This design comes from an exercise in tuning for small area, a short achievable clock period and few clock cycles on the open sky130 flow, not from production work. Only simulation tests tie the RTL to the original design; equivalence was not proved. Power and IR drop assume default switching activity.

==> flow/design.v <==
module odp_writer #(
    parameter int DEPTH = 17           
) (
    input  logic        clk,
    input  logic        rst_n,
    input  logic        px_in_vld,
    input  logic [15:0] px_in,
    output logic        px_in_rdy,
    output logic        MEM_REQ,
    output logic [31:0] MEM_ADDR,
    output logic [3:0]  MEM_CMD,
    output logic        MEM_WE,
    output logic [31:0] MEM_DOUT,
    output logic        MEM_WVLD,
    input  logic        MEM_WRDY,
    input  logic        MEM_ODP_SEL,
    input  logic        MEM_FIN,
    input  logic        ODP_START,
    output logic        ODP_STATUS,
    input  logic [31:0] CFG_WRITE_START_ADDR,
    input  logic [8:0]  CFG_WIDTH,
    input  logic [8:0]  CFG_HEIGHT,
    input  logic [9:0]  CFG_NUM_FMAP
);
    localparam int MD = DEPTH - 1;             
    typedef enum logic [1:0] {B_IDLE, B_REQ, B_DATA, B_FIN} bst_t;
    logic          status_q, rdy_q, in_done_q, half_q;
    logic          last_q;                     
    logic [8:0]    wlen_q, hlen_q, wc_q, hc_q;
    logic [9:0]    nc_q;
    logic [31:0]   addr_q;
    logic [31:0]   mem_q [MD];
    logic [MD-1:0] nw_q;                       
    logic [MD-1:0] rsel;                       
    logic [31:0]   rdata;
    logic [DEPTH:0] tot_q;                     
    logic          hv_q;                       
    logic [31:0]   dout_q;
    logic [15:0]   px_q;
    logic          slo_q, shi_q, hz_q;         
    bst_t          bst_q;
    logic          req_q, wvld_q;
    logic [3:0]    beat_q;                     
    logic          empty_job, start, xfer, last_px, fin_px, commit, pop, ld, job_end;
    logic          can_lo, wr_lo, wr_hi, s_free, slo_d, nw_top_d, req_go;
    logic          mnz, ge16, ge15, nz;
    logic [3:0]    cnt4, cnt4m1;
    logic [3:0]    cmd_d;
    logic          last_nx;
    assign px_in_rdy  = rdy_q;
    assign ODP_STATUS = status_q;
    assign MEM_REQ    = req_q;
    assign MEM_WE     = req_q;
    assign MEM_ADDR   = addr_q;
    assign MEM_CMD    = beat_q;                   
    assign MEM_WVLD   = wvld_q;
    assign MEM_DOUT   = dout_q;
    assign empty_job = (CFG_WIDTH == '0) || (CFG_HEIGHT == '0) || (CFG_NUM_FMAP == '0);
    assign start     = !status_q && ODP_START && !empty_job;
    assign xfer      = px_in_vld && rdy_q;
    assign last_px   = last_q;
    assign fin_px    = xfer && last_px;
    assign commit    = xfer && (half_q || last_px);
    assign pop       = wvld_q && MEM_WRDY;
    assign ld        = (pop || !hv_q) && mnz;
    assign job_end   = (bst_q == B_FIN) && MEM_FIN && in_done_q && !nz;
    assign nz       = tot_q[0];
    assign ge15     = tot_q[14];
    assign ge16     = tot_q[15];
    assign mnz      = hv_q ? (shi_q ? tot_q[2] : tot_q[1]) : (shi_q ? tot_q[1] : tot_q[0]);
    always_comb begin
        cnt4   = 4'd0;                       
        cnt4m1 = 4'd0;                       
        for (int k = 0; k < 15; k++) if (tot_q[k]) cnt4 = 4'(k + 1);
        for (int k = 1; k < 16; k++) if (tot_q[k]) cnt4m1 = 4'(k);
    end
    assign can_lo   = !nw_q[MD-1];
    assign wr_lo    = slo_q && can_lo;
    assign wr_hi    = shi_q && (!slo_q || can_lo);
    assign s_free   = !slo_q || can_lo;
    assign slo_d    = xfer ? !half_q : (s_free ? 1'b0 : slo_q);
    assign nw_top_d = (wr_lo && !ld) ? nw_q[MD-2] : ((ld && !wr_lo) ? 1'b0 : nw_q[MD-1]);
    assign req_go = status_q && (ge16 || (commit && ge15) || (in_done_q && nz) || (fin_px && nz));
    assign cmd_d  = commit ? cnt4 : cnt4m1;
    always_comb begin
        if (wc_q != 9'd1)      last_nx = (wc_q == 9'd2) && (hc_q == 9'd1) && (nc_q == 10'd1);
        else if (hc_q != 9'd1) last_nx = (wlen_q == 9'd1) && (hc_q == 9'd2) && (nc_q == 10'd1);
        else                   last_nx = (wlen_q == 9'd1) && (hlen_q == 9'd1) && (nc_q == 10'd2);
    end
    always_comb begin
        rdata = '0;
        for (int i = 0; i < MD; i++) rdata = rdata | (mem_q[i] & {32{rsel[i]}});
    end
    assign rsel = nw_q & ~{1'b0, nw_q[MD-1:1]};
    always_ff @(posedge clk or negedge rst_n) begin
        if (!rst_n) begin
            status_q  <= 1'b0;
            rdy_q     <= 1'b0;
            in_done_q <= 1'b0;
            half_q    <= 1'b0;
            nw_q      <= '0;
            tot_q     <= '0;
            hv_q      <= 1'b0;
            slo_q     <= 1'b0;
            shi_q     <= 1'b0;
            bst_q     <= B_IDLE;
            req_q     <= 1'b0;
            wvld_q    <= 1'b0;
        end else begin
            if (!status_q) begin
                status_q  <= start;
                rdy_q     <= start;
                in_done_q <= 1'b0;
                half_q    <= 1'b0;
            end else begin
                if (job_end) status_q <= 1'b0;
                rdy_q     <= !in_done_q && !fin_px && (!slo_d || !nw_top_d);
                in_done_q <= in_done_q || fin_px;
                half_q    <= half_q ^ xfer;
            end
            if (commit && !pop)      tot_q <= {tot_q[DEPTH-1:0], 1'b1};
            else if (pop && !commit) tot_q <= {1'b0, tot_q[DEPTH:1]};
            hv_q   <= ld || (hv_q && !pop);
            slo_q  <= slo_d;
            shi_q  <= xfer ? commit : (s_free ? 1'b0 : shi_q);
            if (wr_lo && !ld)      nw_q <= {nw_q[MD-2:0], 1'b1};
            else if (ld && !wr_lo) nw_q <= {1'b0, nw_q[MD-1:1]};
            case (bst_q)
                B_IDLE: if (req_go) begin
                    req_q <= 1'b1;
                    bst_q <= B_REQ;
                end
                B_REQ: if (MEM_ODP_SEL) begin
                    wvld_q <= 1'b1;
                    bst_q  <= B_DATA;
                end
                B_DATA: if (pop && beat_q == 4'd0) begin
                    wvld_q <= 1'b0;
                    bst_q  <= B_FIN;
                end
                B_FIN: if (MEM_FIN) begin
                    req_q <= 1'b0;
                    bst_q <= B_IDLE;
                end
                default: bst_q <= B_IDLE;
            endcase
        end
    end
    always_ff @(posedge clk) begin
        if (!status_q) begin
            wlen_q <= CFG_WIDTH;
            hlen_q <= CFG_HEIGHT;
            wc_q   <= CFG_WIDTH;
            hc_q   <= CFG_HEIGHT;
            nc_q   <= CFG_NUM_FMAP;
            addr_q <= CFG_WRITE_START_ADDR;
            last_q <= (CFG_WIDTH == 9'd1) && (CFG_HEIGHT == 9'd1) && (CFG_NUM_FMAP == 10'd1);
        end else begin
            if (xfer) last_q <= last_nx;
            if (xfer) begin
                if (wc_q == 9'd1) begin
                    wc_q <= wlen_q;
                    if (hc_q == 9'd1) begin
                        hc_q <= hlen_q;
                        nc_q <= nc_q - 10'd1;
                    end else begin
                        hc_q <= hc_q - 9'd1;
                    end
                end else begin
                    wc_q <= wc_q - 9'd1;
                end
            end
            if (bst_q == B_FIN && MEM_FIN) addr_q[31:6] <= addr_q[31:6] + 26'd1;
        end
        if (bst_q == B_IDLE) begin
            beat_q <= cmd_d;
        end else if (bst_q == B_DATA && pop) begin
            beat_q <= beat_q - 4'd1;
        end
        if (ld) dout_q <= rdata;
    end
    always_ff @(posedge clk) begin
        if (xfer) begin
            px_q <= px_in;
            hz_q <= !half_q;
        end
        if (wr_lo) begin
            for (int i = 1; i < MD; i++) mem_q[i] <= mem_q[i-1];
            mem_q[0][15:0] <= px_q;
        end
        if (wr_hi) mem_q[0][31:16] <= hz_q ? 16'h0000 : px_q;
    end
endmodule
Settings: LEC_CHECK=0, ABC_CLOCK_PERIOD_IN_PS=3000, CAP_MARGIN=20, CORE_MARGIN=2, CORE_UTILIZATION=65, CTS_CLUSTER_DIAMETER=120, CTS_CLUSTER_SIZE=28, SLEW_MARGIN=20; clock period 12.0 ns.
standard.sh (not shown) runs the stock make flow with config.mk's settings and CLKGATE_MAP_FILE= SYNTH_SCRIPT=/design/flow/synth_recipe.tcl, a recipe that flattens the netlist after the stock synthesis.
==> flow/flow/run.sh <==
#!/bin/bash
# Own layout flow: the standard ORFS flow (standard.sh), with
#  - the port buffers made from buf_2 cells instead of the default delay-buffer cells,
set -euo pipefail
export BUFFER_PORTS_ARGS="-buffer_cell sky130_fd_sc_hd__buf_2"
bash standard.sh SETUP_SLACK_MARGIN=8.5 finish > flow_make.log 2>&1
The baseline produced a clean layout.
Testbench counts at the start, summed over its fixed seeds: cycles 176,730.
Change:
--- a/flow/flow/run.sh
+++ b/flow/flow/run.sh
@@ -4,3 +4,3 @@
 set -euo pipefail
 export BUFFER_PORTS_ARGS="-buffer_cell sky130_fd_sc_hd__buf_2"
-bash standard.sh SETUP_SLACK_MARGIN=8.5 finish > flow_make.log 2>&1
+bash standard.sh SETUP_SLACK_MARGIN=8.8 finish > flow_make.log 2>&1
Settings changed: CTS_CLUSTER_DIAMETER 120 to 100, CTS_CLUSTER_SIZE 28 to 20.
Effect: The new run completed without violations; worst hold slack hardly moves; power increases by 7.0%; routed wire length increases by 4.2%; register-to-register slack got worse by 0.05 ns; cell area increases by 3.1%; cell count increases by 1.9%; sequential share of layout area decreases by 2.1 points; core utilization increases by 2.2 points; setup slack improved by 0.024 ns; fmax increases by 0.67%.
Change:
--- a/flow/flow/run.sh
+++ b/flow/flow/run.sh
@@ -4,3 +4,3 @@
 set -euo pipefail
 export BUFFER_PORTS_ARGS="-buffer_cell sky130_fd_sc_hd__buf_2"
-bash standard.sh SETUP_SLACK_MARGIN=8.8 finish > flow_make.log 2>&1
+bash standard.sh SETUP_SLACK_MARGIN=8.5 finish > flow_make.log 2>&1
Settings changed: ABC_AREA set to 1, ABC_CLOCK_PERIOD_IN_PS 3000 to not set.
Result: Die area increases by about 3.2%. Sequential share of layout area decreases by 0.87 points. Setup slack got worse by 0.014 ns. Register-to-register slack got worse by 0.46 ns.
Change:
Settings changed: ABC_AREA 1 to not set, ABC_CLOCK_PERIOD_IN_PS set to 3000, CORE_UTILIZATION 65 to 55.
Result:
- The changed run passed the timing, design-rule and antenna checks
- sequential power is lower by 9.0%
- via count fell by 13%
- clock-buffer cell count fell by 9
- register-to-register slack improves by 0.04 ns
- combinational power goes down by 51%
- sequential share of layout area increases by 1.7 points

[re-timing with driven ports]
How much do the figures lean on ideal ports? The routed layouts below were timed once more, with nothing changed but the port constraints.
Step 1 (the two cells are an assumption about what drives the block):
set clk [get_ports {clk}]
set_driving_cell -lib_cell sky130_fd_sc_hd__clkbuf_16 $clk
set_driving_cell -lib_cell sky130_fd_sc_hd__buf_2 [delete_from_list [all_inputs] $clk]
Step 2 also shifts input and output timing later by t, the mid clock arrival at the registers, as if the neighbouring blocks saw the same clock.
Three values: ideal ports, drivers, drivers and shift; two values: the first two.
run | t (ns) | setup WS [ns] | worst setup path at the end | slew at the worst register clock pin (ns)
the first run | 0.654 | 8.351 / 8.296 / 7.776 | input to register | 0.11 / 0.11
the second run | 0.623 | 8.376 / 8.320 / 7.786 | input to register | 0.09 / 0.09
the third run | 0.637 | 8.362 / 8.305 / 8.057 | input to register | 0.09 / 0.09
the fourth run | 0.640 | 8.371 / 8.307 / 7.851 | input to register | 0.09 / 0.09
After both steps setup and hold are still met in every run listed. The setup slack of the second run, which loses most, moves by -0.056 ns with the drivers and by -0.590 ns with both steps.
